This is an optimization exercise on Yosys and OpenROAD, whose aim is small area, a short achievable clock period and few clock cycles, not a production implementation.
At most, simulation tests tie the RTL to the original design; equivalence was not proved.
Only the layout flow was run in runs 1 to 3; the RTL was not checked for function there.
No activity file was given, so power comes from the tool's default toggle rates.

## flow/flow/run.sh

```bash
#!/bin/bash
# Standard ORFS layout with three changes:
#  - synthesis skips Yosys's early "abc -fast", so full adders are extracted from the
#    RTL's own adder expressions (no inverters between adder cells); registers are
#    unchanged,
#  - ports are buffered with buf_2 instead of a delay buffer,
#  - repair_timing aims at a tighter setup margin.
set -u
sed -e 's/synth -nofsm -noshare/synth -nofsm -noshare -noabc/' synth_recipe.tcl > synth_noabc.tcl
bash standard.sh SYNTH_SCRIPT=$PWD/synth_noabc.tcl SETUP_SLACK_MARGIN=5.3 \
  "BUFFER_PORTS_ARGS=-buffer_cell sky130_fd_sc_hd__buf_2" finish > standard.log 2>&1
```

## flow/design.v

```verilog
package sys_array_pkg;
  localparam int unsigned DefaultRow  = 4;
  localparam int unsigned DefaultCol  = 4;
  localparam int unsigned DefaultEs   = 8;
  localparam int unsigned DefaultKMax = 64;
endpackage
module pe_mac #(
  parameter int unsigned ES    = 8,
  parameter int unsigned ACC_W = 22
) (
  input  logic             clk,
  input  logic             i_clr,
  input  logic             i_signed,
  input  logic [ES-1:0]    i_a,
  input  logic [ES-1:0]    i_b,
  output logic [ACC_W-1:0] o_acc
);
  logic [ACC_W-1:0] r_acc;
  logic [ACC_W-1:0] w_acc_q;
  logic w_pp_0_0;
  logic w_pp_0_1;
  logic w_pp_0_2;
  logic w_pp_0_3;
  logic w_pp_0_4;
  logic w_pp_0_5;
  logic w_pp_0_6;
  logic w_pp_0_7;
  logic w_pp_1_0;
  logic w_pp_1_1;
  logic w_pp_1_2;
  logic w_pp_1_3;
  logic w_pp_1_4;
  logic w_pp_1_5;
  logic w_pp_1_6;
  logic w_pp_1_7;
  logic w_pp_2_0;
  logic w_pp_2_1;
  logic w_pp_2_2;
  logic w_pp_2_3;
  logic w_pp_2_4;
  logic w_pp_2_5;
  logic w_pp_2_6;
  logic w_pp_2_7;
  logic w_pp_3_0;
  logic w_pp_3_1;
  logic w_pp_3_2;
  logic w_pp_3_3;
  logic w_pp_3_4;
  logic w_pp_3_5;
  logic w_pp_3_6;
  logic w_pp_3_7;
  logic w_pp_4_0;
  logic w_pp_4_1;
  logic w_pp_4_2;
  logic w_pp_4_3;
  logic w_pp_4_4;
  logic w_pp_4_5;
  logic w_pp_4_6;
  logic w_pp_4_7;
  logic w_pp_5_0;
  logic w_pp_5_1;
  logic w_pp_5_2;
  logic w_pp_5_3;
  logic w_pp_5_4;
  logic w_pp_5_5;
  logic w_pp_5_6;
  logic w_pp_5_7;
  logic w_pp_6_0;
  logic w_pp_6_1;
  logic w_pp_6_2;
  logic w_pp_6_3;
  logic w_pp_6_4;
  logic w_pp_6_5;
  logic w_pp_6_6;
  logic w_pp_6_7;
  logic w_pp_7_0;
  logic w_pp_7_1;
  logic w_pp_7_2;
  logic w_pp_7_3;
  logic w_pp_7_4;
  logic w_pp_7_5;
  logic w_pp_7_6;
  logic w_pp_7_7;
  logic w_s1, w_c2;
  logic w_s3, w_c4;
  logic w_s5, w_c6;
  logic w_s7, w_c8;
  logic w_s9, w_c10;
  logic w_s11, w_c12;
  logic w_s13, w_c14;
  logic w_s15, w_c16;
  logic w_s17, w_c18;
  logic w_s19, w_c20;
  logic w_s21, w_c22;
  logic w_s23, w_c24;
  logic w_s25, w_c26;
  logic w_s27, w_c28;
  logic w_s29, w_c30;
  logic w_s31, w_c32;
  logic w_s33, w_c34;
  logic w_s35, w_c36;
  logic w_s37, w_c38;
  logic w_s39, w_c40;
  logic w_s41, w_c42;
  logic w_s43, w_c44;
  logic w_s45, w_c46;
  logic w_s47, w_c48;
  logic w_s49, w_c50;
  logic w_s51, w_c52;
  logic w_s53, w_c54;
  logic w_s55, w_c56;
  logic w_s57, w_c58;
  logic w_s59, w_c60;
  logic w_s61, w_c62;
  logic w_s63, w_c64;
  logic w_s65, w_c66;
  logic w_s67, w_c68;
  logic w_s69, w_c70;
  logic w_s71, w_c72;
  logic w_s73, w_c74;
  logic w_s75, w_c76;
  logic w_s77, w_c78;
  logic w_s79, w_c80;
  logic w_s81, w_c82;
  logic w_s83, w_c84;
  logic w_s85, w_c86;
  logic w_s87, w_c88;
  logic w_s89, w_c90;
  logic w_s91, w_c92;
  logic w_s93, w_c94;
  logic w_s95, w_c96;
  logic w_s97, w_c98;
  logic w_s99, w_c100;
  logic w_s101, w_c102;
  logic w_s103, w_c104;
  logic w_s105, w_c106;
  logic w_s107, w_c108;
  logic w_s109, w_c110;
  logic w_s111, w_c112;
  logic w_s113, w_c114;
  logic w_s115, w_c116;
  logic w_s117, w_c118;
  logic w_s119, w_c120;
  logic w_s121, w_c122;
  logic w_s123, w_c124;
  logic w_s125, w_c126;
  logic w_s127, w_c128;
  logic w_s129, w_c130;
  logic [ACC_W-1:0] w_sum;
  logic w_g131, w_p132;
  logic w_g133, w_p134;
  logic w_g135, w_p136;
  logic w_g137, w_p138;
  logic w_g139, w_p140;
  logic w_g141, w_p142;
  logic w_g143, w_p144;
  logic w_g145, w_p146;
  logic w_g147, w_p148;
  logic w_g149, w_p150;
  logic w_g151, w_p152;
  logic w_g153, w_p154;
  logic w_g155, w_p156;
  logic w_g157, w_p158;
  logic w_g159;
  logic w_gg160;
  logic w_gg161;
  logic w_pp162;
  logic w_gg163;
  logic w_pp164;
  logic w_gg165;
  logic w_pp166;
  logic w_gg167;
  logic w_pp168;
  logic w_gg169;
  logic w_pp170;
  logic w_gg171;
  logic w_pp172;
  logic w_gg173;
  logic w_gg174;
  logic w_pp175;
  logic w_gg176;
  logic w_pp177;
  logic w_gg178;
  logic w_gg179;
  logic w_gg180;
  logic w_gg181;
  logic w_gg182;
  logic w_gg183;
  logic w_gg184;
  logic w_gg185;
  logic w_gg186;
  logic w_gg187;
  logic w_gg188;
  logic w_sm189;
  logic w_sm190;
  logic w_sm191;
  logic w_sm192;
  logic w_sm193;
  logic w_sm194;
  logic w_sm195;
  logic w_sm196;
  logic w_sm197;
  logic w_sm198;
  logic w_sm199;
  logic w_sm200;
  logic w_sm201;
  logic w_sm202;
  logic [5:0] w_hi0, w_hi1;
  assign w_acc_q = i_clr ? '0 : r_acc;
  assign w_pp_0_0 = i_a[0] & i_b[0];
  assign w_pp_0_1 = i_a[0] & i_b[1];
  assign w_pp_0_2 = i_a[0] & i_b[2];
  assign w_pp_0_3 = i_a[0] & i_b[3];
  assign w_pp_0_4 = i_a[0] & i_b[4];
  assign w_pp_0_5 = i_a[0] & i_b[5];
  assign w_pp_0_6 = i_a[0] & i_b[6];
  assign w_pp_0_7 = (i_a[0] & i_b[7]) ^ i_signed;
  assign w_pp_1_0 = i_a[1] & i_b[0];
  assign w_pp_1_1 = i_a[1] & i_b[1];
  assign w_pp_1_2 = i_a[1] & i_b[2];
  assign w_pp_1_3 = i_a[1] & i_b[3];
  assign w_pp_1_4 = i_a[1] & i_b[4];
  assign w_pp_1_5 = i_a[1] & i_b[5];
  assign w_pp_1_6 = i_a[1] & i_b[6];
  assign w_pp_1_7 = (i_a[1] & i_b[7]) ^ i_signed;
  assign w_pp_2_0 = i_a[2] & i_b[0];
  assign w_pp_2_1 = i_a[2] & i_b[1];
  assign w_pp_2_2 = i_a[2] & i_b[2];
  assign w_pp_2_3 = i_a[2] & i_b[3];
  assign w_pp_2_4 = i_a[2] & i_b[4];
  assign w_pp_2_5 = i_a[2] & i_b[5];
  assign w_pp_2_6 = i_a[2] & i_b[6];
  assign w_pp_2_7 = (i_a[2] & i_b[7]) ^ i_signed;
  assign w_pp_3_0 = i_a[3] & i_b[0];
  assign w_pp_3_1 = i_a[3] & i_b[1];
  assign w_pp_3_2 = i_a[3] & i_b[2];
  assign w_pp_3_3 = i_a[3] & i_b[3];
  assign w_pp_3_4 = i_a[3] & i_b[4];
  assign w_pp_3_5 = i_a[3] & i_b[5];
  assign w_pp_3_6 = i_a[3] & i_b[6];
  assign w_pp_3_7 = (i_a[3] & i_b[7]) ^ i_signed;
  assign w_pp_4_0 = i_a[4] & i_b[0];
  assign w_pp_4_1 = i_a[4] & i_b[1];
  assign w_pp_4_2 = i_a[4] & i_b[2];
  assign w_pp_4_3 = i_a[4] & i_b[3];
  assign w_pp_4_4 = i_a[4] & i_b[4];
  assign w_pp_4_5 = i_a[4] & i_b[5];
  assign w_pp_4_6 = i_a[4] & i_b[6];
  assign w_pp_4_7 = (i_a[4] & i_b[7]) ^ i_signed;
  assign w_pp_5_0 = i_a[5] & i_b[0];
  assign w_pp_5_1 = i_a[5] & i_b[1];
  assign w_pp_5_2 = i_a[5] & i_b[2];
  assign w_pp_5_3 = i_a[5] & i_b[3];
  assign w_pp_5_4 = i_a[5] & i_b[4];
  assign w_pp_5_5 = i_a[5] & i_b[5];
  assign w_pp_5_6 = i_a[5] & i_b[6];
  assign w_pp_5_7 = (i_a[5] & i_b[7]) ^ i_signed;
  assign w_pp_6_0 = i_a[6] & i_b[0];
  assign w_pp_6_1 = i_a[6] & i_b[1];
  assign w_pp_6_2 = i_a[6] & i_b[2];
  assign w_pp_6_3 = i_a[6] & i_b[3];
  assign w_pp_6_4 = i_a[6] & i_b[4];
  assign w_pp_6_5 = i_a[6] & i_b[5];
  assign w_pp_6_6 = i_a[6] & i_b[6];
  assign w_pp_6_7 = (i_a[6] & i_b[7]) ^ i_signed;
  assign w_pp_7_0 = (i_a[7] & i_b[0]) ^ i_signed;
  assign w_pp_7_1 = (i_a[7] & i_b[1]) ^ i_signed;
  assign w_pp_7_2 = (i_a[7] & i_b[2]) ^ i_signed;
  assign w_pp_7_3 = (i_a[7] & i_b[3]) ^ i_signed;
  assign w_pp_7_4 = (i_a[7] & i_b[4]) ^ i_signed;
  assign w_pp_7_5 = (i_a[7] & i_b[5]) ^ i_signed;
  assign w_pp_7_6 = (i_a[7] & i_b[6]) ^ i_signed;
  assign w_pp_7_7 = i_a[7] & i_b[7];
  assign w_s1 = w_pp_0_5 ^ w_pp_1_4;
  assign w_c2 = w_pp_0_5 & w_pp_1_4;
  assign w_s3 = w_pp_0_6 ^ w_pp_1_5 ^ w_pp_2_4;
  assign w_c4 = (w_pp_0_6 & w_pp_1_5) | (w_pp_0_6 & w_pp_2_4) | (w_pp_1_5 & w_pp_2_4);
  assign w_s5 = w_pp_3_3 ^ w_pp_4_2;
  assign w_c6 = w_pp_3_3 & w_pp_4_2;
  assign w_s7 = w_pp_1_6 ^ w_pp_2_5 ^ w_pp_3_4;
  assign w_c8 = (w_pp_1_6 & w_pp_2_5) | (w_pp_1_6 & w_pp_3_4) | (w_pp_2_5 & w_pp_3_4);
  assign w_s9 = w_pp_4_3 ^ w_pp_5_2 ^ w_pp_6_1;
  assign w_c10 = (w_pp_4_3 & w_pp_5_2) | (w_pp_4_3 & w_pp_6_1) | (w_pp_5_2 & w_pp_6_1);
  assign w_s11 = w_pp_0_7 ^ w_pp_7_0;
  assign w_c12 = w_pp_0_7 & w_pp_7_0;
  assign w_s13 = w_pp_2_6 ^ w_pp_3_5 ^ w_pp_4_4;
  assign w_c14 = (w_pp_2_6 & w_pp_3_5) | (w_pp_2_6 & w_pp_4_4) | (w_pp_3_5 & w_pp_4_4);
  assign w_s15 = w_pp_5_3 ^ w_pp_6_2 ^ i_signed;
  assign w_c16 = (w_pp_5_3 & w_pp_6_2) | (w_pp_5_3 & i_signed) | (w_pp_6_2 & i_signed);
  assign w_s17 = w_pp_1_7 ^ w_pp_7_1 ^ w_acc_q[8];
  assign w_c18 = (w_pp_1_7 & w_pp_7_1) | (w_pp_1_7 & w_acc_q[8]) | (w_pp_7_1 & w_acc_q[8]);
  assign w_s19 = w_pp_3_6 ^ w_pp_4_5 ^ w_pp_5_4;
  assign w_c20 = (w_pp_3_6 & w_pp_4_5) | (w_pp_3_6 & w_pp_5_4) | (w_pp_4_5 & w_pp_5_4);
  assign w_s21 = w_pp_6_3 ^ w_pp_2_7 ^ w_pp_7_2;
  assign w_c22 = (w_pp_6_3 & w_pp_2_7) | (w_pp_6_3 & w_pp_7_2) | (w_pp_2_7 & w_pp_7_2);
  assign w_s23 = w_pp_4_6 ^ w_pp_5_5 ^ w_pp_6_4;
  assign w_c24 = (w_pp_4_6 & w_pp_5_5) | (w_pp_4_6 & w_pp_6_4) | (w_pp_5_5 & w_pp_6_4);
  assign w_s25 = w_pp_0_3 ^ w_pp_1_2;
  assign w_c26 = w_pp_0_3 & w_pp_1_2;
  assign w_s27 = w_pp_0_4 ^ w_pp_1_3 ^ w_pp_2_2;
  assign w_c28 = (w_pp_0_4 & w_pp_1_3) | (w_pp_0_4 & w_pp_2_2) | (w_pp_1_3 & w_pp_2_2);
  assign w_s29 = w_pp_3_1 ^ w_pp_4_0;
  assign w_c30 = w_pp_3_1 & w_pp_4_0;
  assign w_s31 = w_pp_2_3 ^ w_pp_3_2 ^ w_pp_4_1;
  assign w_c32 = (w_pp_2_3 & w_pp_3_2) | (w_pp_2_3 & w_pp_4_1) | (w_pp_3_2 & w_pp_4_1);
  assign w_s33 = w_pp_5_0 ^ w_s1 ^ w_acc_q[5];
  assign w_c34 = (w_pp_5_0 & w_s1) | (w_pp_5_0 & w_acc_q[5]) | (w_s1 & w_acc_q[5]);
  assign w_s35 = w_pp_5_1 ^ w_pp_6_0 ^ w_c2;
  assign w_c36 = (w_pp_5_1 & w_pp_6_0) | (w_pp_5_1 & w_c2) | (w_pp_6_0 & w_c2);
  assign w_s37 = w_s5 ^ w_acc_q[6] ^ w_s3;
  assign w_c38 = (w_s5 & w_acc_q[6]) | (w_s5 & w_s3) | (w_acc_q[6] & w_s3);
  assign w_s39 = w_c6 ^ w_c4 ^ w_acc_q[7];
  assign w_c40 = (w_c6 & w_c4) | (w_c6 & w_acc_q[7]) | (w_c4 & w_acc_q[7]);
  assign w_s41 = w_s7 ^ w_s9 ^ w_s11;
  assign w_c42 = (w_s7 & w_s9) | (w_s7 & w_s11) | (w_s9 & w_s11);
  assign w_s43 = w_c8 ^ w_c10 ^ w_s13;
  assign w_c44 = (w_c8 & w_c10) | (w_c8 & w_s13) | (w_c10 & w_s13);
  assign w_s45 = w_c12 ^ w_s15 ^ w_s17;
  assign w_c46 = (w_c12 & w_s15) | (w_c12 & w_s17) | (w_s15 & w_s17);
  assign w_s47 = w_c14 ^ w_acc_q[9] ^ w_s19;
  assign w_c48 = (w_c14 & w_acc_q[9]) | (w_c14 & w_s19) | (w_acc_q[9] & w_s19);
  assign w_s49 = w_c16 ^ w_c18 ^ w_s21;
  assign w_c50 = (w_c16 & w_c18) | (w_c16 & w_s21) | (w_c18 & w_s21);
  assign w_s51 = w_c20 ^ w_pp_3_7 ^ w_pp_7_3;
  assign w_c52 = (w_c20 & w_pp_3_7) | (w_c20 & w_pp_7_3) | (w_pp_3_7 & w_pp_7_3);
  assign w_s53 = w_acc_q[10] ^ w_s23 ^ w_c22;
  assign w_c54 = (w_acc_q[10] & w_s23) | (w_acc_q[10] & w_c22) | (w_s23 & w_c22);
  assign w_s55 = w_pp_5_6 ^ w_pp_6_5 ^ w_c24;
  assign w_c56 = (w_pp_5_6 & w_pp_6_5) | (w_pp_5_6 & w_c24) | (w_pp_6_5 & w_c24);
  assign w_s57 = w_pp_4_7 ^ w_pp_7_4 ^ w_acc_q[11];
  assign w_c58 = (w_pp_4_7 & w_pp_7_4) | (w_pp_4_7 & w_acc_q[11]) | (w_pp_7_4 & w_acc_q[11]);
  assign w_s59 = w_pp_6_6 ^ w_pp_5_7 ^ w_pp_7_5;
  assign w_c60 = (w_pp_6_6 & w_pp_5_7) | (w_pp_6_6 & w_pp_7_5) | (w_pp_5_7 & w_pp_7_5);
  assign w_s61 = w_pp_0_2 ^ w_pp_1_1;
  assign w_c62 = w_pp_0_2 & w_pp_1_1;
  assign w_s63 = w_pp_2_1 ^ w_pp_3_0 ^ w_s25;
  assign w_c64 = (w_pp_2_1 & w_pp_3_0) | (w_pp_2_1 & w_s25) | (w_pp_3_0 & w_s25);
  assign w_s65 = w_c26 ^ w_s29 ^ w_acc_q[4];
  assign w_c66 = (w_c26 & w_s29) | (w_c26 & w_acc_q[4]) | (w_s29 & w_acc_q[4]);
  assign w_s67 = w_c30 ^ w_c28 ^ w_s31;
  assign w_c68 = (w_c30 & w_c28) | (w_c30 & w_s31) | (w_c28 & w_s31);
  assign w_s69 = w_c32 ^ w_s35 ^ w_c34;
  assign w_c70 = (w_c32 & w_s35) | (w_c32 & w_c34) | (w_s35 & w_c34);
  assign w_s71 = w_c36 ^ w_c38 ^ w_s39;
  assign w_c72 = (w_c36 & w_c38) | (w_c36 & w_s39) | (w_c38 & w_s39);
  assign w_s73 = w_c40 ^ w_s43 ^ w_c42;
  assign w_c74 = (w_c40 & w_s43) | (w_c40 & w_c42) | (w_s43 & w_c42);
  assign w_s75 = w_c44 ^ w_s47 ^ w_c46;
  assign w_c76 = (w_c44 & w_s47) | (w_c44 & w_c46) | (w_s47 & w_c46);
  assign w_s77 = w_c48 ^ w_s51 ^ w_c50;
  assign w_c78 = (w_c48 & w_s51) | (w_c48 & w_c50) | (w_s51 & w_c50);
  assign w_s79 = w_c52 ^ w_s55 ^ w_s57;
  assign w_c80 = (w_c52 & w_s55) | (w_c52 & w_s57) | (w_s55 & w_s57);
  assign w_s81 = w_acc_q[12] ^ w_c56 ^ w_c58;
  assign w_c82 = (w_acc_q[12] & w_c56) | (w_acc_q[12] & w_c58) | (w_c56 & w_c58);
  assign w_s83 = w_pp_6_7 ^ w_pp_7_6 ^ w_acc_q[13];
  assign w_c84 = (w_pp_6_7 & w_pp_7_6) | (w_pp_6_7 & w_acc_q[13]) | (w_pp_7_6 & w_acc_q[13]);
  assign w_s85 = w_pp_0_1 ^ w_pp_1_0;
  assign w_c86 = w_pp_0_1 & w_pp_1_0;
  assign w_s87 = w_pp_2_0 ^ w_s61 ^ w_acc_q[2];
  assign w_c88 = (w_pp_2_0 & w_s61) | (w_pp_2_0 & w_acc_q[2]) | (w_s61 & w_acc_q[2]);
  assign w_s89 = w_c62 ^ w_acc_q[3] ^ w_s63;
  assign w_c90 = (w_c62 & w_acc_q[3]) | (w_c62 & w_s63) | (w_acc_q[3] & w_s63);
  assign w_s91 = w_s27 ^ w_c64 ^ w_s65;
  assign w_c92 = (w_s27 & w_c64) | (w_s27 & w_s65) | (w_c64 & w_s65);
  assign w_s93 = w_c66 ^ w_s33 ^ w_s67;
  assign w_c94 = (w_c66 & w_s33) | (w_c66 & w_s67) | (w_s33 & w_s67);
  assign w_s95 = w_c68 ^ w_s37 ^ w_s69;
  assign w_c96 = (w_c68 & w_s37) | (w_c68 & w_s69) | (w_s37 & w_s69);
  assign w_s97 = w_s41 ^ w_c70 ^ w_s71;
  assign w_c98 = (w_s41 & w_c70) | (w_s41 & w_s71) | (w_c70 & w_s71);
  assign w_s99 = w_c72 ^ w_s45 ^ w_s73;
  assign w_c100 = (w_c72 & w_s45) | (w_c72 & w_s73) | (w_s45 & w_s73);
  assign w_s101 = w_s49 ^ w_c74 ^ w_s75;
  assign w_c102 = (w_s49 & w_c74) | (w_s49 & w_s75) | (w_c74 & w_s75);
  assign w_s103 = w_s53 ^ w_c76 ^ w_s77;
  assign w_c104 = (w_s53 & w_c76) | (w_s53 & w_s77) | (w_c76 & w_s77);
  assign w_s105 = w_c54 ^ w_s79 ^ w_c78;
  assign w_c106 = (w_c54 & w_s79) | (w_c54 & w_c78) | (w_s79 & w_c78);
  assign w_s107 = w_s59 ^ w_c80 ^ w_s81;
  assign w_c108 = (w_s59 & w_c80) | (w_s59 & w_s81) | (w_c80 & w_s81);
  assign w_s109 = w_c60 ^ w_s83 ^ w_c82;
  assign w_c110 = (w_c60 & w_s83) | (w_c60 & w_c82) | (w_s83 & w_c82);
  assign w_s111 = w_pp_7_7 ^ w_acc_q[14] ^ w_c84;
  assign w_c112 = (w_pp_7_7 & w_acc_q[14]) | (w_pp_7_7 & w_c84) | (w_acc_q[14] & w_c84);
  assign w_s113 = i_signed ^ w_acc_q[15];
  assign w_c114 = i_signed & w_acc_q[15];
  assign w_s115 = i_signed ^ w_acc_q[16];
  assign w_c116 = i_signed & w_acc_q[16];
  assign w_s117 = i_signed ^ w_acc_q[17];
  assign w_c118 = i_signed & w_acc_q[17];
  assign w_s119 = i_signed ^ w_acc_q[18];
  assign w_c120 = i_signed & w_acc_q[18];
  assign w_s121 = i_signed ^ w_acc_q[19];
  assign w_c122 = i_signed & w_acc_q[19];
  assign w_s123 = i_signed ^ w_acc_q[20];
  assign w_c124 = i_signed & w_acc_q[20];
  assign w_s125 = i_signed ^ w_acc_q[21];
  assign w_c126 = i_signed & w_acc_q[21];
  assign w_s127 = w_pp_0_0 ^ w_acc_q[0];
  assign w_c128 = w_pp_0_0 & w_acc_q[0];
  assign w_s129 = w_acc_q[1] ^ w_s85 ^ w_c128;
  assign w_c130 = (w_acc_q[1] & w_s85) | (w_acc_q[1] & w_c128) | (w_s85 & w_c128);
  assign w_g131 = w_c86 & w_s87;
  assign w_p132 = w_c86 ^ w_s87;
  assign w_g133 = w_c88 & w_s89;
  assign w_p134 = w_c88 ^ w_s89;
  assign w_g135 = w_c90 & w_s91;
  assign w_p136 = w_c90 ^ w_s91;
  assign w_g137 = w_c92 & w_s93;
  assign w_p138 = w_c92 ^ w_s93;
  assign w_g139 = w_c94 & w_s95;
  assign w_p140 = w_c94 ^ w_s95;
  assign w_g141 = w_c96 & w_s97;
  assign w_p142 = w_c96 ^ w_s97;
  assign w_g143 = w_c98 & w_s99;
  assign w_p144 = w_c98 ^ w_s99;
  assign w_g145 = w_c100 & w_s101;
  assign w_p146 = w_c100 ^ w_s101;
  assign w_g147 = w_c102 & w_s103;
  assign w_p148 = w_c102 ^ w_s103;
  assign w_g149 = w_c104 & w_s105;
  assign w_p150 = w_c104 ^ w_s105;
  assign w_g151 = w_c106 & w_s107;
  assign w_p152 = w_c106 ^ w_s107;
  assign w_g153 = w_c108 & w_s109;
  assign w_p154 = w_c108 ^ w_s109;
  assign w_g155 = w_c110 & w_s111;
  assign w_p156 = w_c110 ^ w_s111;
  assign w_g157 = w_c112 & w_s113;
  assign w_p158 = w_c112 ^ w_s113;
  assign w_g159 = w_g131 | (w_p132 & w_c130);
  assign w_gg160 = w_g133 | (w_p134 & w_g159);
  assign w_gg161 = w_g137 | (w_p138 & w_g135);
  assign w_pp162 = w_p138 & w_p136;
  assign w_gg163 = w_g141 | (w_p142 & w_g139);
  assign w_pp164 = w_p142 & w_p140;
  assign w_gg165 = w_g145 | (w_p146 & w_g143);
  assign w_pp166 = w_p146 & w_p144;
  assign w_gg167 = w_g149 | (w_p150 & w_g147);
  assign w_pp168 = w_p150 & w_p148;
  assign w_gg169 = w_g153 | (w_p154 & w_g151);
  assign w_pp170 = w_p154 & w_p152;
  assign w_gg171 = w_g157 | (w_p158 & w_g155);
  assign w_pp172 = w_p158 & w_p156;
  assign w_gg173 = w_gg161 | (w_pp162 & w_gg160);
  assign w_gg174 = w_gg165 | (w_pp166 & w_gg163);
  assign w_pp175 = w_pp166 & w_pp164;
  assign w_gg176 = w_gg169 | (w_pp170 & w_gg167);
  assign w_pp177 = w_pp170 & w_pp168;
  assign w_gg178 = w_gg174 | (w_pp175 & w_gg173);
  assign w_gg179 = w_gg176 | (w_pp177 & w_gg178);
  assign w_gg180 = w_gg163 | (w_pp164 & w_gg173);
  assign w_gg181 = w_gg167 | (w_pp168 & w_gg178);
  assign w_gg182 = w_gg171 | (w_pp172 & w_gg179);
  assign w_gg183 = w_g135 | (w_p136 & w_gg160);
  assign w_gg184 = w_g139 | (w_p140 & w_gg173);
  assign w_gg185 = w_g143 | (w_p144 & w_gg180);
  assign w_gg186 = w_g147 | (w_p148 & w_gg178);
  assign w_gg187 = w_g151 | (w_p152 & w_gg181);
  assign w_gg188 = w_g155 | (w_p156 & w_gg179);
  assign w_sm189 = w_p132 ^ w_c130;
  assign w_sm190 = w_p134 ^ w_g159;
  assign w_sm191 = w_p136 ^ w_gg160;
  assign w_sm192 = w_p138 ^ w_gg183;
  assign w_sm193 = w_p140 ^ w_gg173;
  assign w_sm194 = w_p142 ^ w_gg184;
  assign w_sm195 = w_p144 ^ w_gg180;
  assign w_sm196 = w_p146 ^ w_gg185;
  assign w_sm197 = w_p148 ^ w_gg178;
  assign w_sm198 = w_p150 ^ w_gg186;
  assign w_sm199 = w_p152 ^ w_gg181;
  assign w_sm200 = w_p154 ^ w_gg187;
  assign w_sm201 = w_p156 ^ w_gg179;
  assign w_sm202 = w_p158 ^ w_gg188;
  assign w_sum[1:0] = {w_s129, w_s127};
  assign w_sum[15:2] = {w_sm202, w_sm201, w_sm200, w_sm199, w_sm198, w_sm197, w_sm196, w_sm195, w_sm194, w_sm193, w_sm192, w_sm191, w_sm190, w_sm189};
  assign w_hi0 = {w_c124, w_c122, w_c120, w_c118, w_c116, w_c114} + {w_s125, w_s123, w_s121, w_s119, w_s117, w_s115};
  assign w_hi1 = {w_c124, w_c122, w_c120, w_c118, w_c116, w_c114} + {w_s125, w_s123, w_s121, w_s119, w_s117, w_s115} + 1'b1;
  assign w_sum[21:16] = w_gg182 ? w_hi1 : w_hi0;
  always_ff @(posedge clk) begin
    r_acc <= w_sum;
  end
  assign o_acc = r_acc;
endmodule
module systolic_array_os #(
  parameter int unsigned ROW   = sys_array_pkg::DefaultRow,
  parameter int unsigned COL   = sys_array_pkg::DefaultCol,
  parameter int unsigned ES    = sys_array_pkg::DefaultEs,
  parameter int unsigned K_MAX = sys_array_pkg::DefaultKMax,
  parameter int unsigned ACC_W = 2 * ES + $clog2(K_MAX)
) (
  input  logic                         clk,
  input  logic                         rst_n,
  input  logic                         start,
  input  logic [$clog2(K_MAX+1)-1:0]   k_len,
  input  logic                         signed_mode,
  input  logic                         in_vld,
  output logic                         in_rdy,
  input  logic [ROW*ES-1:0]            a_vec,
  input  logic [COL*ES-1:0]            b_vec,
  output logic                         out_vld,
  input  logic                         out_rdy,
  output logic [COL*ACC_W-1:0]         out_row,
  output logic [$clog2(ROW)-1:0]       out_row_idx,
  output logic                         out_last,
  output logic                         busy,
  output logic                         done
);
  localparam int unsigned KW = $clog2(K_MAX + 1);
  localparam int unsigned RW = $clog2(ROW);
  logic          r_feed;       
  logic          r_zero;       
  logic          r_first;      
  logic [KW-1:0] r_k_rem;      
  logic          r_signed;
  logic [ES-1:0] r_a [ROW];
  logic [ES-1:0] r_b [COL];
  logic [ROW-1:0] r_clr;       
  logic          r_last;       
  logic          r_out_vld;
  logic [RW-1:0] r_row;
  logic          r_row_last;   
  logic [ROW-1:0] r_row_sel;   
  logic          r_rdy_any;    
  logic          r_rdy_last;   
  logic [KW-1:0]    w_k_clamp;
  logic             w_start, w_acc_free, w_in_rdy, w_fire, w_issue, w_xfer;
  logic             w_feed_d, w_zero_d, w_first_d, w_last_d, w_out_vld_d, w_row_last_d;
  logic [RW-1:0]    w_row_d;
  logic [ACC_W-1:0] w_acc [ROW][COL];
  assign w_k_clamp = (k_len > KW'(K_MAX)) ? KW'(K_MAX) : k_len;
  assign w_start   = start & ~busy;
  assign w_xfer    = r_out_vld & out_rdy;
  assign w_acc_free = ~r_last & (~r_out_vld | (r_row_last & out_rdy));
  assign w_in_rdy   = r_rdy_any | (r_rdy_last & out_rdy);
  assign w_fire     = in_vld & w_in_rdy;
  assign w_issue    = w_fire | (r_zero & w_acc_free);
  always_comb begin
    w_feed_d  = r_feed;
    w_zero_d  = r_zero;
    w_first_d = r_first;
    if (w_start) begin
      w_feed_d  = (w_k_clamp != '0);
      w_zero_d  = (w_k_clamp == '0);
      w_first_d = 1'b1;
    end else begin
      if (w_fire) begin
        w_first_d = 1'b0;
        if (r_k_rem == KW'(1)) w_feed_d = 1'b0;
      end
      if (r_zero && w_acc_free) w_zero_d = 1'b0;
    end
    w_last_d     = w_issue & (r_zero | (r_k_rem == KW'(1)));
    w_out_vld_d  = r_out_vld;
    w_row_d      = r_row;
    w_row_last_d = r_row_last;
    if (r_last) begin
      w_out_vld_d  = 1'b1;
      w_row_d      = '0;
      w_row_last_d = 1'b0;
    end else if (w_xfer) begin
      w_out_vld_d  = ~r_row_last;
      w_row_d      = r_row + RW'(1);
      w_row_last_d = (r_row == RW'(ROW - 2));
    end
  end
  always_ff @(posedge clk) begin
    if (!rst_n) begin
      r_feed     <= 1'b0;
      r_zero     <= 1'b0;
      r_first    <= 1'b0;
      r_clr      <= '1;
      r_last     <= 1'b0;
      r_out_vld  <= 1'b0;
      r_row      <= '0;
      r_row_last <= 1'b0;
      r_row_sel  <= '0;
      r_rdy_any  <= 1'b0;
      r_rdy_last <= 1'b0;
    end else begin
      r_feed     <= w_feed_d;
      r_zero     <= w_zero_d;
      r_first    <= w_first_d;
      r_clr      <= {ROW{w_xfer}} & r_row_sel;
      r_last     <= w_last_d;
      r_out_vld  <= w_out_vld_d;
      r_row      <= w_row_d;
      r_row_last <= w_row_last_d;
      for (int r = 0; r < ROW; r++) r_row_sel[r] <= w_out_vld_d & (w_row_d == RW'(r));
      r_rdy_any  <= w_feed_d & (~w_first_d | (~w_last_d & ~w_out_vld_d));
      r_rdy_last <= w_feed_d & w_first_d & ~w_last_d & w_row_last_d;
    end
  end
  always_ff @(posedge clk) begin
    if (w_start) begin
      r_k_rem  <= w_k_clamp;
      r_signed <= signed_mode;
    end else if (w_fire) begin
      r_k_rem <= r_k_rem - KW'(1);
    end
  end
  always_ff @(posedge clk) begin
    for (int r = 0; r < ROW; r++) r_a[r] <= (w_fire & rst_n) ? a_vec[r*ES +: ES] : '0;
    for (int c = 0; c < COL; c++) r_b[c] <= b_vec[c*ES +: ES];
  end
  for (genvar gr = 0; gr < ROW; gr++) begin : g_row
    for (genvar gc = 0; gc < COL; gc++) begin : g_col
      pe_mac #(
        .ES   (ES),
        .ACC_W(ACC_W)
      ) u_pe (
        .clk     (clk),
        .i_clr   (r_clr[gr]),
        .i_signed(r_signed),
        .i_a     (r_a[gr]),
        .i_b     (r_b[gc]),
        .o_acc   (w_acc[gr][gc])
      );
    end
  end
  always_comb begin
    out_row = '0;
    for (int r = 0; r < ROW; r++)
      for (int c = 0; c < COL; c++)
        out_row[c*ACC_W +: ACC_W] = out_row[c*ACC_W +: ACC_W] | (w_acc[r][c] & {ACC_W{r_row_sel[r]}});
  end
  assign in_rdy      = w_in_rdy;
  assign out_vld     = r_out_vld;
  assign out_row_idx = r_row;
  assign out_last    = r_row_last;
  assign busy        = r_feed | r_zero;
  assign done        = r_row_last & out_rdy;
endmodule
```

## flow/config.mk

```make
export PLATFORM = sky130hd
export DESIGN_NAME = systolic_array_os
export DESIGN_NICKNAME = systolic_array_os
export VERILOG_FILES = /design/flow/design.v
export SDC_FILE = /design/flow/constraint.sdc
export NUM_CORES = 4
export LEC_CHECK = 0
export CAP_MARGIN = 20
export CORE_MARGIN = 2
export CORE_UTILIZATION = 60
export SLEW_MARGIN = 20
```

## flow/constraint.sdc

```tcl
create_clock -name core_clock -period 10.0 [get_ports {clk}]
set_input_delay 2.0000 -clock core_clock [delete_from_list [all_inputs] [get_ports {clk}]]
set_output_delay 2.0000 -clock core_clock [all_outputs]
set_load 0.01 [all_outputs]
```

## flow/standard.sh

```bash
#!/bin/bash
# synth_recipe.tcl (not shown) runs the flow's synth.tcl, then flattens the netlist and writes it again
# the make line also repeats each setting of config.mk as NAME=value (left out here)
make -C /OpenROAD-flow-scripts/flow DESIGN_CONFIG=/design/flow/config.mk WORK_HOME=/design/flow/orfs CLKGATE_MAP_FILE= SYNTH_SCRIPT=/design/flow/synth_recipe.tcl "${@:-finish}"
```

==> summary.txt, run 1 <==
### Outcome
- timing/DRC/antenna clean — run status

### GRT
- 222800 um — global-route wire length before repair
- 30.70% — overall routing resource usage
- 42.26% — met1 Resource Use GR
- 40054 — vias in the first global route
- 106 — largest net degree at the start of global routing
- 13 — initial antenna violation count
- 0 — total grt overflow
- 4.304% — met3 demand-to-capacity share in global routing
- 50.79% — met2 Resource Use GR
- met2 — global route hottest layer

### Synth
- 16.54% — share of synthesized area occupied by flip-flops and latches
- 5037 — cells after synthesis
- 7 — Yosys Warn Count
- 6573 — net count after synthesis
- 442 — post-synthesis register bit count
- sky130_fd_sc_hd__dfxtp_1 — most used flip-flop cell after synthesis
- 10.72 um^2 — Avg Inst Size Synth
- 8 — number of enable-type register cells in the synthesized netlist
- 53990 um^2 — Syn Std Cell Area
- 0% — async set or reset register ratio after synthesis
- 46 — Unique masters post-synth

### Final layout
- 60370 um^2 — final standard cell area without fillers
- 6610 — number of nets in the final layout
- 11.82% — Area Overhead vs Synth
- 45400 um^2 — area of combinational cells with multiple inputs
- 67.38% — Finished Core Util
- sky130_fd_sc_hd__fa_1 — most common cell after layout, fill and taps aside
- 6943 — Filler Cells Inserted
- 846 x sky130_fd_sc_hd__fa_1, 836 x sky130_fd_sc_hd__and2_1, 455 x sky130_fd_sc_hd__ha_1 — top library cells by usage in the layout, fill and taps aside
- 8985 um^2 — total area of sequential cells
- 13.96% — share of final-layout standard cells stronger than drive strength 1

### Timing
- 0.7936 ns — measured slew at the worst slew-check pin
- 0 — number of endpoints with negative hold slack in the final report
- 4.588 ns — Period minus WS final
- 47.10% — headroom to the max-slew limit
- yes — RSZ-0062 raised after global routing
- 0.2180 GHz — maximum clock rate
- 0 — max-slew violation total from the final report
- 0.01429 ns — clk_skew
- 0 ns — TNS Setup
- 45.88% — post-route fraction of the period consumed by the critical path
- 0 — Final Setup Violations

### Clock network
- sky130_fd_sc_hd__clkbuf_16 — clk root buf
- 0.06 ns — register clock-pin slew on the reported worst setup and hold paths
- 442 — clk sink count
- 55 — clock buffer count from CTS
- 0.66 ns — worst skew pair latency
- yes — CTS tree
- 0 — Post-CTS Hold Buffers
- 2 — H-tree depth
- 3 — maximum clock path buffer count

### Detailed routing
- 1914 — initial DRC count
- 36542 — total number of vias
- 0 — post-detailed-route count of antenna-violating nets
- 6 — detailed-routing iteration count for the pre-antenna-repair pass
- 22.56 um — average detailed-routed wire length per instance
- 5.789 — post-detailed-route via-to-cell ratio
- 0 — drt drc
- 142400 um — Routed Wire Length

### Worst setup path
- flip-flop — type of element launching the critical path
- reg2out — Setup CP Type
- 46 — peak fanout along the critical path
- 8.00 ns — required time reported for the critical path endpoint
- 2.59 ns — data arrival time of the critical path
- output port — endpoint type of the worst setup path

### Worst hold path
- reg2reg — Tightest Hold Check Type

### Pwr
- 0.1830 mV — maximum ir drop on the vdd rail
- 182.3 nW/um^2 — Cell Pwr Density
- 28.97 nW — Static Leak

### Die
- 60.26% — starting density of the core
- 172 — I/O pin cnt
- 89600 um^2 — core region area
- 304.0 um — chip width
- 110 — row count
- 92390 um^2 — area of the die
- 304.0 um — vertical die dimension

### Placed design
- 93900 um — placed wire-length estimate after detailed placement
- 171 — buffers added on ports
- 0.8301 — final weighted congestion of routability-driven global placement
- 57240 um^2 — Post-Place Cell Area

### Flow run
- 0 — maxcap violations

==> registers in the layout (all words and copies together) (netlist names) <==
name                    count
r_clr                       4
r_row_sel                   4
r_b                        32
r_feed                      1
r_out_vld                   1
r_first                     1
r_rdy_last                  1
r_k_rem                     7
r_signed                    1
r_row                       2
r_row_last                  1
g_row.g_col.u_pe.r_acc    352
r_last                      1
r_zero                      1
r_rdy_any                   1
r_a                        32
==> cell usage after synthesis, types with 2 or more instances <==
library cell                number  area [um^2]
sky130_fd_sc_hd__ha_1          515         6444
sky130_fd_sc_hd__and3_1         17        106.4
sky130_fd_sc_hd__o21ai_4        16        260.3
sky130_fd_sc_hd__and2_1        836         5230
sky130_fd_sc_hd__inv_1           6        22.52
sky130_fd_sc_hd__o211ai_1       47        352.8
sky130_fd_sc_hd__a21oi_1        89        445.4
sky130_fd_sc_hd__nand2b_1       18        112.6
sky130_fd_sc_hd__a21o_1         81        608.1
sky130_fd_sc_hd__a211oi_1       32        240.2
sky130_fd_sc_hd__nor2b_1       357         2233
sky130_fd_sc_hd__nor3b_1         2        15.01
sky130_fd_sc_hd__nor3_1          2        10.01
sky130_fd_sc_hd__buf_1           2        7.510
sky130_fd_sc_hd__o21ai_2        16        140.1
sky130_fd_sc_hd__mux2_2         16        180.2
sky130_fd_sc_hd__nand3_1        20        100.1
sky130_fd_sc_hd__fa_1          944        18900
sky130_fd_sc_hd__o21ai_0        23        115.1
sky130_fd_sc_hd__o2111ai_2      16        240.2
sky130_fd_sc_hd__or3_1          16        100.1
sky130_fd_sc_hd__xnor2_1       356         3118
sky130_fd_sc_hd__nand4_1        47        294.0
sky130_fd_sc_hd__dfxtp_1       434         8688
sky130_fd_sc_hd__nand4_2         2        25.02
sky130_fd_sc_hd__clkbuf_1      270         1013
sky130_fd_sc_hd__nor2_1         61        229.0
sky130_fd_sc_hd__a31o_2         16        140.1
sky130_fd_sc_hd__xor2_1        146         1279
sky130_fd_sc_hd__nand2_1       410         1539
sky130_fd_sc_hd__a22oi_1       176         1321
sky130_fd_sc_hd__edfxtp_1        8        240.2
sky130_fd_sc_hd__buf_2          27        135.1
==> per-stage QoR <==
stage | hold WS [ns] | worst slack (ns) | std cells | total power, W
floorplan | 0.4887 | 2.843 | 5037 | 0.007478
global placement | 0.5251 | 4.629 | 6162 | 0.008512
detailed placement | 0.5336 | 4.548 | 6162 | 0.008666
CTS | 0.5463 | 5.195 | 6270 | 0.01101
global route | 0.6060 | 5.257 | 6297 | 0.01197
finish | 0.5465 | 5.412 | 6312 | 0.01101
==> critical path, stage by stage (launching register included) <==
cell                      delay, ns
sky130_fd_sc_hd__dfxtp_4       0.74
sky130_fd_sc_hd__buf_6         0.47
sky130_fd_sc_hd__a22oi_1       0.29
sky130_fd_sc_hd__nand2_1       0.19
sky130_fd_sc_hd__buf_2         0.15
==> cell families (layout without fill, tap and decap cells) <==
group           count (synthesis)  count (layout)  share of synthesized area, %
other cells                     0              16                             0
compound gates                518             518                         7.259
mux                            16              16                        0.3337
buf+inv                       307             390                         2.204
fa+ha+maj                    1459            1459                         46.94
xor+xnor                      502             502                         8.144
simple gates                 1793            1793                         18.58
flops                         442             442                         16.54
==> metal layers <==
| metal | vias up | wire length [um] |
|---|---|---|
| met4 | 4 | 3752 |
| met3 | 174 | 8879 |
| met1 | 18893 | 62260 |
| met5 | - | 24 |
| li1 | 16606 | - |
| met2 | 865 | 67470 |
==> layout make-up <==
| type | count | share of cell area [%] |
|---|---|---|
| multi-input cells | 4288 | 75.20 |
| flip-flops and latches | 442 | 14.88 |
| repair buffers | 280 | 4.087 |
| clock buffers | 67 | 2.526 |
| well taps | 1176 | 2.437 |
| clock inverters | 36 | 0.7606 |
| diodes | 16 | 0.06632 |
| inverters | 7 | 0.04352 |
==> worst paths after layout <==
check | startpoint | end | slack (ns) | cells past startpoint
worst min-delay path | r_row_last$_SDFF_PN0_ | r_row_last$_SDFF_PN0_ | 0.55 | 2
worst min register to register | r_row_last$_SDFF_PN0_ | r_row_last$_SDFF_PN0_ | 0.55 | 2
worst max register to register | r_a[0][1]$_SDFF_PN0_ | g_row[0].g_col[0].u_pe.r_acc[14]$_DFF_P_ | 5.42 | 14
worst max-delay path | r_row_sel[2]$_SDFF_PN0_ | out_row[13] | 5.41 | 4
==> timing repair <==
action / in CTS / in global routing
resized for setup: 32 / 117
setup endpoints to repair: 213 / 77
setup buffers: 5 / 14
gates cloned: 0 / 12
pin swaps: 0 / 10
==> power by group <==
group | internal, W | switching, W | leakage (nW) | total (W)
clock | 0.00134 | 0.000902 | 0.957 | 0.00224
combinational | 0.00289 | 0.00308 | 24.3 | 0.00597
sequential | 0.00244 | 0.000357 | 3.71 | 0.00280
==> run 2: changes to the inputs <==
--- a/flow/design.v
+++ b/flow/design.v
@@ -514,8 +514,8 @@
   logic          r_first;      
   logic [KW-1:0] r_k_rem;      
   logic          r_signed;
-  logic [ES-1:0] r_a [ROW];
-  logic [ES-1:0] r_b [COL];
+  logic [ES-1:0] r_a_n [ROW];
+  logic [ES-1:0] r_b_n [COL];
   logic [ROW-1:0] r_clr;       
   logic          r_last;       
   logic          r_out_vld;
@@ -601,8 +601,8 @@
     end
   end
   always_ff @(posedge clk) begin
-    for (int r = 0; r < ROW; r++) r_a[r] <= (w_fire & rst_n) ? a_vec[r*ES +: ES] : '0;
-    for (int c = 0; c < COL; c++) r_b[c] <= b_vec[c*ES +: ES];
+    for (int r = 0; r < ROW; r++) r_a_n[r] <= ~((w_fire & rst_n) ? a_vec[r*ES +: ES] : '0);
+    for (int c = 0; c < COL; c++) r_b_n[c] <= ~b_vec[c*ES +: ES];
   end
   for (genvar gr = 0; gr < ROW; gr++) begin : g_row
     for (genvar gc = 0; gc < COL; gc++) begin : g_col
@@ -613,8 +613,8 @@
         .clk     (clk),
         .i_clr   (r_clr[gr]),
         .i_signed(r_signed),
-        .i_a     (r_a[gr]),
-        .i_b     (r_b[gc]),
+        .i_a     (~r_a_n[gr]),
+        .i_b     (~r_b_n[gc]),
         .o_acc   (w_acc[gr][gc])
       );
     end
--- a/flow/config.mk
+++ b/flow/config.mk
@@ -5,7 +5,7 @@
 export SDC_FILE = /design/flow/constraint.sdc
 export NUM_CORES = 4
 export LEC_CHECK = 0
-export CAP_MARGIN = 20
+export CAP_MARGIN = 5
 export CORE_MARGIN = 2
 export CORE_UTILIZATION = 60
-export SLEW_MARGIN = 20
+export SLEW_MARGIN = 5
==> summary.txt, run 2 <==
### Outcome
- timing/DRC/antenna clean — run status

### Clock network
- 3 — maximum clock path buffer count, unchanged
- 59 — clock buffer count from CTS, +7.3%
- 0.06 ns — register clock-pin slew on the reported worst setup and hold paths, about the same
- yes — CTS tree
- 0.68 ns — worst skew pair latency, +0.02 ns
- 2 — H-tree depth, unchanged
- sky130_fd_sc_hd__clkbuf_16 — clk root buf
- 442 — clk sink count, unchanged

### Worst setup path
- 0.59 ns — biggest cell delay along the critical path, -0.15 ns
- 5.17 ns — data arrival time of the critical path, +2.58 ns
- flip-flop — type of element launching the critical path
- reg2reg — Setup CP Type
- flip-flop — endpoint type of the worst setup path
- sky130_fd_sc_hd__fa_1 — Most common cell on crit path
- sky130_fd_sc_hd__fa_1 — worst-path cell with the longest stage delay
- 10.55 ns — required time reported for the critical path endpoint, +2.55 ns
- 5.39 ns — slack of the worst reg-to-reg path, -0.03 ns
- buf_6 > buf_16 > buf_16 > xor2_2 > fa_1 > fa_2 > fa_1 > fa_1 > ha_4 > a21o_1 > o2111ai_4 > nand2_2 > buf_4 > fa_2 > xor2_1 — worst-path cell chain
- 9 — peak fanout along the critical path, -80%

### Synth
- 17.15% — share of synthesized area occupied by flip-flops and latches, +0.61 points
- 7 — Yosys Warn Count, unchanged
- sky130_fd_sc_hd__fa_1 — cell accounting for the most synthesized area
- 8 — number of enable-type register cells in the synthesized netlist, unchanged
- sky130_fd_sc_hd__fa_1 36%, sky130_fd_sc_hd__dfxtp_1 17%, sky130_fd_sc_hd__ha_1 12%, sky130_fd_sc_hd__nor2_1 7.8%, sky130_fd_sc_hd__xor2_1 6.2% — cell types occupying the most area after synthesis
- 0% — async set or reset register ratio after synthesis, unchanged
- 36.30% — post-synth top area share, +1.3 points
- sky130_fd_sc_hd__dfxtp_1 — most used flip-flop cell after synthesis
- sky130_fd_sc_hd__nor2_1 — cell with the most instances after synthesis
- 5073 — cells after synthesis, +0.71%
- 6609 — net count after synthesis, +0.55%
- 10.26 um^2 — Avg Inst Size Synth, -4.3%
- 52050 um^2 — Syn Std Cell Area, -3.6%
- 1081 x sky130_fd_sc_hd__nor2_1, 944 x sky130_fd_sc_hd__fa_1, 515 x sky130_fd_sc_hd__ha_1 — list of most frequent post-synthesis cells
- 442 — post-synthesis register bit count, unchanged
- 45 — Unique masters post-synth, -2.2%

### Pwr
- 0.01137 W — overall power consumption, +3.3%
- 191.3 nW/um^2 — Cell Pwr Density, +4.9%
- 0.1579 mV — maximum ir drop on the vdd rail, -14%
- 29.31 nW — Static Leak, +1.2%

### Detailed routing
- 37358 — total number of vias, +2.2%
- 2551 — initial DRC count, +33%
- 8 — detailed-routing iteration count for the pre-antenna-repair pass, +2
- 147900 um — Routed Wire Length, +3.9%
- 23.24 um — average detailed-routed wire length per instance, +3.0%
- 5.870 — post-detailed-route via-to-cell ratio, +1.4%
- 0 — post-detailed-route count of antenna-violating nets, unchanged
- 0 — drt drc, unchanged

### Die
- 86350 um^2 — core region area, -3.6%
- 298.5 um — vertical die dimension, -1.8%
- 89130 um^2 — area of the die, -3.5%
- 60.29% — starting density of the core, about the same
- 298.5 um — chip width, -1.8%
- 108 — row count, -1.8%
- 172 — I/O pin cnt, unchanged

### Timing
- 40.67% — headroom to the max-slew limit, -6.4 points
- 0.8900 ns — measured slew at the worst slew-check pin, +0.09643 ns
- 0 — Final Setup Violations, unchanged
- 4.612 ns — Period minus WS final, +0.02472 ns
- 0 — max-slew violation total from the final report, unchanged
- 0.01839 ns — clk_skew, +0.004099 ns
- yes — RSZ-0062 raised after global routing
- 0 ns — TNS Setup, unchanged
- 0.2168 GHz — maximum clock rate, -0.54%
- 0 — number of endpoints with negative hold slack in the final report, unchanged
- 46.12% — post-route fraction of the period consumed by the critical path, +0.25 points

### Placed design
- 94290 um — placed wire-length estimate after detailed placement, +0.42%
- 171 — buffers added on ports, unchanged
- 0.8328 — final weighted congestion of routability-driven global placement, +0.33%

### GRT
- 131 — largest net degree at the start of global routing, +24%
- 1 — initial antenna violation count, -12
- 225800 um — global-route wire length before repair, +1.3%
- 40369 — vias in the first global route, +0.79%
- 0 — total grt overflow, unchanged
- 32.75% — overall routing resource usage, +2.1 points

### Final layout
- g_row.g_col.u_pe.r_acc — register with the most flip-flops
- 352 — number of flip-flops under the largest register name, unchanged
- 16.13% — share of final-layout standard cells stronger than drive strength 1, +2.2 points
- 6697 — number of nets in the final layout, +1.3%
- g_row.g_col.u_pe.r_acc: 352 flops, r_a_n: 32 flops, r_b_n: 32 flops — largest registers
- 1081 x sky130_fd_sc_hd__nor2_1, 831 x sky130_fd_sc_hd__fa_1, 451 x sky130_fd_sc_hd__ha_1 — top library cells by usage in the layout, fill and taps aside
- sky130_fd_sc_hd__nor2_1 — most common cell after layout, fill and taps aside
- 14.16% — Area Overhead vs Synth

### Flow run
- 0 — maxcap violations, unchanged

### Worst hold path
- reg2reg — Tightest Hold Check Type

## run 2: cell count changes after synthesis, sizes merged, moves of 4 or more
| cell | change |
|---|---|
| nor2 | +1020 |
| and2 | -832 |
| xnor2 | -222 |
| xor2 | +222 |
| nand2 | -192 |
| buf | +71 |
| clkbuf | -69 |
| inv | +35 |
| nand3b | +5 |
| nor3 | +4 |
## run 2: metal layers
metal	wire length (um)	global-route usage, %	share of wire, %
met5	0	0	0
met2	68170	52.26	46
met1	62780	45.36	42
met3	12160	6.885	8.2
met4	4776	9.584	3.2
## run 2: cells by family after synthesis
logic type | Yosys count | synth area share (%)
xor+xnor | 502 | 8.446
compound gates | 517 | 7.490
buf+inv | 343 | 2.555
simple gates | 1794 | 15.33
mux | 16 | 0.3461
flops | 442 | 17.15
fa+ha+maj | 1459 | 48.68
## run 2: what timing repair did
item / 4_1_cts / 5_1_grt
pin swaps: 1 / 15
endpoints found under the setup margin: 170 / 71
cloned: 2 / 16
setup buffers: 13 / 54
hold buffers: 0 / 0
gates resized for setup: 64 / 135
## run 2: power by group
part           internal, W  switching, W
sequential         0.00244      0.000354
clock              0.00144      0.000931
combinational      0.00297       0.00323
## run 2: worst paths after layout
kind	start	endpoint	cells after the start
min reg2reg	r_row_last$_SDFF_PN0_	r_row_last$_SDFF_PN0_	2
min	r_row_last$_SDFF_PN0_	r_row_last$_SDFF_PN0_	2
max reg2reg	r_signed$_DFFE_PP_	g_row[1].g_col[0].u_pe.r_acc[13]$_DFF_P_	15
max	r_signed$_DFFE_PP_	g_row[1].g_col[0].u_pe.r_acc[13]$_DFF_P_	15
## run 2: layout make-up
type,count,area [um^2]
clock buffer,78,1698
tap,1155,1445
sequential,442,9036
inverter,41,153.9
multi-input combinational,4288,43590
timing repair buffer,329,3084
clock inverter,30,414.1
antenna,1,2.502
fill,6725,26920
## run 2: critical path, delay by kind of cell, from the launching register on
family,cells,cell delay [ns]
compound gates,2,0.44
xor+xnor,2,0.32
fa+ha+maj,6,2.55
buf+inv,4,0.61
flops,1,0.46
simple gates,1,0.10
## run 2: through the flow
step,utilization (%),instance area (um^2),instances,worst slack (ns),hold slack (ns)
global route,68.82,59420,6363,5.221,0.5676
floorplan,-,54040,5073,2.819,0.4760
detailed placement,64.22,55460,6170,4.430,0.5134
CTS,67.20,58030,6293,5.304,0.5223
finish,68.82,59430,6364,5.388,0.5143
global placement,64.22,55460,6170,4.478,0.5084
==> run 3: changes to the inputs <==
--- a/flow/config.mk
+++ b/flow/config.mk
@@ -8,4 +8,6 @@
 export CAP_MARGIN = 5
 export CORE_MARGIN = 2
 export CORE_UTILIZATION = 60
+export CTS_CLUSTER_DIAMETER = 80
+export CTS_CLUSTER_SIZE = 30
 export SLEW_MARGIN = 5
==> summary.txt, run 3 <==
### Worst setup path
- reg2out — Setup CP Type
- flip-flop — type of element launching the critical path
- 52 — peak fanout along the critical path, +43
- 2.62 ns — data arrival time of the critical path, -2.55 ns
- 8.00 ns — required time reported for the critical path endpoint, -2.55 ns
- output port — endpoint type of the worst setup path

### Final layout
- 68.08% — Finished Core Util, -0.74 points
- 12.93% — Area Overhead vs Synth
- 0 — Diodes inserted, -1
- 352 — number of flip-flops under the largest register name, unchanged
- g_row.g_col.u_pe.r_acc — register with the most flip-flops
- 6669 — number of nets in the final layout, -0.42%
- g_row.g_col.u_pe.r_acc: 352 flops, r_a_n: 32 flops, r_b_n: 32 flops — largest registers
- 15.65% — share of final-layout standard cells stronger than drive strength 1, -0.48 points
- 1081 x sky130_fd_sc_hd__nor2_1, 830 x sky130_fd_sc_hd__fa_1, 451 x sky130_fd_sc_hd__ha_1 — top library cells by usage in the layout, fill and taps aside
- 43600 um^2 — area of combinational cells with multiple inputs, about the same
- 9040 um^2 — total area of sequential cells, about the same
- 6800 — Filler Cells Inserted, +1.1%
- sky130_fd_sc_hd__nor2_1 — most common cell after layout, fill and taps aside

### Timing
- 0.9084 ns — measured slew at the worst slew-check pin, +0.01843 ns
- 39.44% — headroom to the max-slew limit, -1.2 points
- 0 — max-slew violation total from the final report, unchanged
- yes — RSZ-0062 raised after global routing
- 0 ns — TNS Setup, unchanged
- 0 — Final Setup Violations, unchanged
- 4.615 ns — Period minus WS final, +0.002880 ns
- 0.2167 GHz — maximum clock rate, about the same
- 46.15% — post-route fraction of the period consumed by the critical path, about the same
- 0.5174 ns — Min Hold Slack, +0.003121 ns
- 0.02833 ns — clk_skew, +0.009938 ns
- 0 — number of endpoints with negative hold slack in the final report, unchanged

### Clock network
- 0.65 ns — worst skew pair latency, -0.03 ns
- 442 — clk sink count, unchanged
- sky130_fd_sc_hd__clkbuf_16 — clk root buf
- 3 — maximum clock path buffer count, unchanged
- 0 — Post-CTS Hold Buffers, unchanged
- 44 — clock buffer count from CTS, -25%
- 2 — H-tree depth, unchanged
- 0.09 ns — register clock-pin slew on the reported worst setup and hold paths, +0.03 ns
- yes — CTS tree

### Die
- 60.29% — starting density of the core, unchanged
- 298.5 um — chip width, unchanged
- 86350 um^2 — core region area, unchanged
- 89130 um^2 — area of the die, unchanged
- 172 — I/O pin cnt, unchanged
- 108 — row count, unchanged
- 298.5 um — vertical die dimension, unchanged

### Synth
- 17.15% — share of synthesized area occupied by flip-flops and latches, unchanged
- sky130_fd_sc_hd__fa_1 — cell accounting for the most synthesized area
- 7 — Yosys Warn Count, unchanged
- 10.26 um^2 — Avg Inst Size Synth, unchanged
- sky130_fd_sc_hd__nor2_1 — cell with the most instances after synthesis
- 5073 — cells after synthesis, unchanged
- 36.30% — post-synth top area share, unchanged
- 1081 x sky130_fd_sc_hd__nor2_1, 944 x sky130_fd_sc_hd__fa_1, 515 x sky130_fd_sc_hd__ha_1 — list of most frequent post-synthesis cells
- 45 — Unique masters post-synth, unchanged
- 8 — number of enable-type register cells in the synthesized netlist, unchanged
- sky130_fd_sc_hd__dfxtp_1 — most used flip-flop cell after synthesis
- sky130_fd_sc_hd__fa_1 36%, sky130_fd_sc_hd__dfxtp_1 17%, sky130_fd_sc_hd__ha_1 12%, sky130_fd_sc_hd__nor2_1 7.8%, sky130_fd_sc_hd__xor2_1 6.2% — cell types occupying the most area after synthesis
- 6609 — net count after synthesis, unchanged
- 0% — async set or reset register ratio after synthesis, unchanged
- 442 — post-synthesis register bit count, unchanged
- 52050 um^2 — Syn Std Cell Area, unchanged

### GRT
- 225000 um — global-route wire length before repair, -0.37%
- 40346 — vias in the first global route, -0.057%
- 32.59% — overall routing resource usage, -0.16 points
- 0 — total grt overflow, unchanged
- 2 — initial antenna violation count, +1
- 66 — largest net degree at the start of global routing, -50%

### Detailed routing
- 37287 — total number of vias, -0.19%
- 5 — detailed-routing iteration count for the pre-antenna-repair pass, -3
- 5.897 — post-detailed-route via-to-cell ratio, +0.46%
- 0 — post-detailed-route count of antenna-violating nets, unchanged
- 0 — drt drc, unchanged
- 2299 — initial DRC count, -9.9%
- 146600 um — Routed Wire Length, -0.88%
- 23.18 um — average detailed-routed wire length per instance, -0.23%

### Outcome
- timing/DRC/antenna clean — run status

### Flow run
- 0 — maxcap violations, unchanged

### Pwr
- 0.1453 mV — maximum ir drop on the vdd rail, -8.0%
- 28.96 nW — Static Leak, -1.2%
- 185.3 nW/um^2 — Cell Pwr Density, -3.1%

### Placed design
- 94290 um — placed wire-length estimate after detailed placement, unchanged
- 171 — buffers added on ports, unchanged
- 0.8328 — final weighted congestion of routability-driven global placement, unchanged

### Worst hold path
- reg2reg — Tightest Hold Check Type

## run 3: timing repair
| item | CTS | global route |
|---|---|---|
| setup buffers | 9 | 45 |
| gates cloned | 2 | 16 |
| pin swaps | 0 | 10 |
| setup endpoints to repair | 169 | 78 |
| gates resized for setup | 68 | 137 |
## run 3: cells by family (layout without fill, tap and decap cells)
kind of cell	after synthesis	count (layout)	share of synthesized area (%)
DFF	442	442	17.15
adders and majority gates	1459	1459	48.68
xor gates and xnor gates	502	502	8.446
AOI/OAI and AO/OA	517	517	7.490
buffers and inverters	343	438	2.555
and+or+nand+nor	1794	1794	15.33
muxes	16	16	0.3461
## run 3: final timing paths
kind	startpoint	to	slack, ns	depth (start not counted)
worst min-delay path	r_row_last$_SDFF_PN0_	r_row_last$_SDFF_PN0_	0.52	2
worst max register to register	r_signed$_DFFE_PP_	g_row[2].g_col[3].u_pe.r_acc[15]$_DFF_P_	5.39	15
worst min register to register	r_row_last$_SDFF_PN0_	r_row_last$_SDFF_PN0_	0.52	2
worst max-delay path	r_row_sel[3]$_SDFF_PN0_	out_row[51]	5.38	4
## run 3: where the power goes
part,total (W),switching [W],internal (W)
Sequential,0.00279,0.000356,0.00243
Clock,0.00191,0.000965,0.000947
Combinational,0.00619,0.00323,0.00296
## run 3: final cells by class
type / instances / share of cell area (%)
flip-flops and latches: 442 / 15.38
multi-input cells: 4288 / 74.17
inverters: 41 / 0.2618
well taps: 1155 / 2.458
clock inverters: 34 / 0.7684
repair buffers: 316 / 5.019
clock buffers: 47 / 1.945
## run 3: metal layers
metal / part of all wire (%) / vias up / global-route usage [%]
li1: - / 16636 / -
met1: 43 / 19112 / 45.10
met2: 47 / 1320 / 52.43
met3: 7.9 / 219 / 6.332
met4: 2.9 / 0 / 9.536
met5: 0 / - / 0
## run 3: critical path: stages, from the launching register on
cell,delay [ns]
sky130_fd_sc_hd__dfxtp_4,0.73
sky130_fd_sc_hd__buf_6,0.55
sky130_fd_sc_hd__a22oi_1,0.20
sky130_fd_sc_hd__nand2_1,0.26
sky130_fd_sc_hd__buf_2,0.18
## run 3: per-stage QoR
step / area [um^2] / std cells / setup WS, ns / power (W)
3_5_place_dp: 55460 / 6170 / 4.430 / 0.008761
5_1_grt: 58790 / 6323 / 5.274 / 0.01183
2_1_floorplan: 54040 / 5073 / 2.819 / 0.007558
6_report: 58790 / 6323 / 5.385 / 0.01090
4_1_cts: 57500 / 6262 / 5.255 / 0.01079
3_3_place_gp: 55460 / 6170 / 4.478 / 0.008633
==> run 4: changes to the inputs <==
--- a/flow/design.v
+++ b/flow/design.v
@@ -594,13 +594,19 @@
   end
   always_ff @(posedge clk) begin
     if (w_start) begin
-      r_k_rem  <= w_k_clamp;
-      r_signed <= signed_mode;
+      r_k_rem <= w_k_clamp;
     end else if (w_fire) begin
       r_k_rem <= r_k_rem - KW'(1);
     end
   end
   always_ff @(posedge clk) begin
+    if (!rst_n) begin
+      r_signed <= 1'b0;
+    end else if (w_start) begin
+      r_signed <= signed_mode;
+    end
+  end
+  always_ff @(posedge clk) begin
     for (int r = 0; r < ROW; r++) r_a_n[r] <= ~((w_fire & rst_n) ? a_vec[r*ES +: ES] : '0);
     for (int c = 0; c < COL; c++) r_b_n[c] <= ~b_vec[c*ES +: ES];
   end
==> summary.txt, run 4 <==
### Synth
- 10.26 um^2 — Avg Inst Size Synth, about the same
- sky130_fd_sc_hd__fa_1 — cell accounting for the most synthesized area
- 6610 — net count after synthesis, +0.015%
- 17.13% — share of synthesized area occupied by flip-flops and latches, -0.021 points
- 36.30% — post-synth top area share, about the same
- sky130_fd_sc_hd__fa_1 36%, sky130_fd_sc_hd__dfxtp_1 17%, sky130_fd_sc_hd__ha_1 12%, sky130_fd_sc_hd__nor2_1 7.8%, sky130_fd_sc_hd__xor2_1 6.2% — cell types occupying the most area after synthesis
- 1083 x sky130_fd_sc_hd__nor2_1, 944 x sky130_fd_sc_hd__fa_1, 515 x sky130_fd_sc_hd__ha_1 — list of most frequent post-synthesis cells
- 5074 — cells after synthesis, +0.020%
- sky130_fd_sc_hd__dfxtp_1 — most used flip-flop cell after synthesis
- 45 — Unique masters post-synth, unchanged

### Worst setup path
- flip-flop — endpoint type of the worst setup path
- reg2reg — Setup CP Type
- g_row[1].g_col[3].u_pe.r_acc[15]$_DFF_P_ — R2R Path End
- 10.50 ns — required time reported for the critical path endpoint, +2.50 ns

### Timing
- 0.9145 ns — measured slew at the worst slew-check pin, +0.006095 ns
- 0.03249 ns — clk_skew, +0.004155 ns
- 4.642 ns — Period minus WS final, +0.02672 ns
- 39.03% — headroom to the max-slew limit, -0.41 points
- 0.2154 GHz — maximum clock rate, -0.58%
- 46.42% — post-route fraction of the period consumed by the critical path, +0.27 points

### Placed design
- 96690 um — placed wire-length estimate after detailed placement, +2.5%
- 0.8256 — final weighted congestion of routability-driven global placement, -0.86%
- 171 — buffers added on ports, unchanged

### Final layout
- 14.77% — share of final-layout standard cells stronger than drive strength 1, -0.88 points
- 12.37% — Area Overhead vs Synth
- 43270 um^2 — area of combinational cells with multiple inputs, -0.76%

### Outcome
- timing/DRC/antenna clean — run status

### Clock network
- 0.08 ns — register clock-pin slew on the reported worst setup and hold paths, about the same
- 3 — maximum clock path buffer count, unchanged
- 2 — H-tree depth, unchanged
- 442 — clk sink count, unchanged

### Die
- 108 — row count, unchanged
- 298.6 um — vertical die dimension, about the same
- 60.29% — starting density of the core, about the same
- 298.6 um — chip width, about the same
- 86350 um^2 — core region area, unchanged

### Detailed routing
- 0 — post-detailed-route count of antenna-violating nets, unchanged
- 152000 um — Routed Wire Length, +3.7%
- 0 — drt drc, unchanged
- 24.01 um — average detailed-routed wire length per instance, +3.6%
- 5.927 — post-detailed-route via-to-cell ratio, +0.51%

### Worst hold path
- 2 — hold-critical path depth, unchanged
- reg2reg — Tightest Hold Check Type

### GRT
- 40515 — vias in the first global route, +0.42%
- 2 — initial antenna violation count, unchanged
- 32.84% — overall routing resource usage, +0.25 points
- 227900 um — global-route wire length before repair, +1.3%

### Flow run
- 0 — maxcap violations, unchanged

### Pwr
- 0.007499 W — overall power consumption, -31%

[run 4: cell families after synthesis]
kind of cell / after synthesis / synth area share (%)
and+or+nand+nor: 1796 / 15.30
adders and majority gates: 1459 / 48.68
AOI/OAI and AO/OA: 518 / 7.530
xor gates and xnor gates: 502 / 8.445
DFF: 442 / 17.13
buffers and inverters: 341 / 2.567
muxes: 16 / 0.3461
[run 4: layout make-up]
type                    count  share of cell area (%)
well taps                1155                   2.470
multi-input cells        4291                   73.96
flip-flops and latches    442                   15.49
repair buffers            327                   5.394
diodes                      2                0.008555
clock inverters            30                  0.6502
inverters                  39                  0.2502
clock buffers              42                   1.777
[run 4: worst max-delay path, stage by stage (launching register included)]
cell and delay [ns]:
sky130_fd_sc_hd__dfxtp_4 0.47, sky130_fd_sc_hd__buf_16 0.41, sky130_fd_sc_hd__xor2_2 0.17, sky130_fd_sc_hd__fa_1 0.52
sky130_fd_sc_hd__fa_2 0.36, sky130_fd_sc_hd__fa_1 0.45, sky130_fd_sc_hd__fa_1 0.53, sky130_fd_sc_hd__ha_4 0.22
sky130_fd_sc_hd__a21o_1 0.19, sky130_fd_sc_hd__o2111ai_4 0.24, sky130_fd_sc_hd__nand2_1 0.13, sky130_fd_sc_hd__nand3_1 0.10
sky130_fd_sc_hd__nand2_1 0.07, sky130_fd_sc_hd__fa_2 0.34, sky130_fd_sc_hd__xor2_1 0.14
[run 4: worst max-delay path by stage]
| stage | depth (start not counted) | to | slack (ns) | startpoint |
|---|---|---|---|---|
| after floorplan | 17 | g_row[1].g_col[3].u_pe.r_acc[15]$_DFF_P_ | 4.79 | r_signed$_SDFFE_PN0P_ |
| after global routing | 14 | g_row[1].g_col[3].u_pe.r_acc[14]$_DFF_P_ | 5.21 | r_signed$_SDFFE_PN0P_ |
| final | 14 | g_row[1].g_col[3].u_pe.r_acc[15]$_DFF_P_ | 5.36 | r_signed$_SDFFE_PN0P_ |
| after global placement | 15 | g_row[2].g_col[1].u_pe.r_acc[15]$_DFF_P_ | 4.52 | r_signed$_SDFFE_PN0P_ |
| after detailed placement | 15 | g_row[2].g_col[1].u_pe.r_acc[15]$_DFF_P_ | 4.46 | r_signed$_SDFFE_PN0P_ |
| after CTS | 14 | g_row[0].g_col[3].u_pe.r_acc[14]$_DFF_P_ | 5.30 | r_b_n[3][4]$_DFF_P_ |
[run 4: power breakdown]
group          switching (W)  internal, W
registers           0.000292      0.00221
clock network       0.000928     0.000826
logic                0.00174      0.00151
total                0.00296      0.00454
[run 4: repair_timing]
| item | in CTS | in global routing |
|---|---|---|
| setup endpoints to repair | 175 | 89 |
| resized for setup | 77 | 127 |
| hold buffers | 0 | 0 |
| buffers inserted | 10 | 58 |
| pin swaps | 0 | 18 |
| cloned | 1 | 18 |
[run 4: metal layers]
metal  GRT usage (%)  vias up  routed length, um
met5               0        -                  0
met2           53.14     1323              70330
met3           5.969      267              12200
met1           45.27    19262              63240
li1                -    16654                  -
met4           10.00        0               6187
[run 4: metrics by stage]
step                cells  setup WS [ns]  cell area, um^2  hold slack (ns)
floorplan            5074          4.790            53720           0.4913
global placement     6167          4.524            55080           0.5234
detailed placement   6167          4.458            55080           0.5333
CTS                  6250          5.302            56990           0.5549
global route         6326          5.206            58500           0.6150
finish               6328          5.358            58500           0.5570
Testbench counts of run 4, summed over its fixed seeds: cycles 12,017.

Check on run 4: ideal ports give 5.358 ns setup slack; a clkbuf_16 on the clock port and buf_2 on the inputs give 5.325 ns; moving port delays by the midpoint clock arrival (0.667 ns) as well gives 5.358 ns.
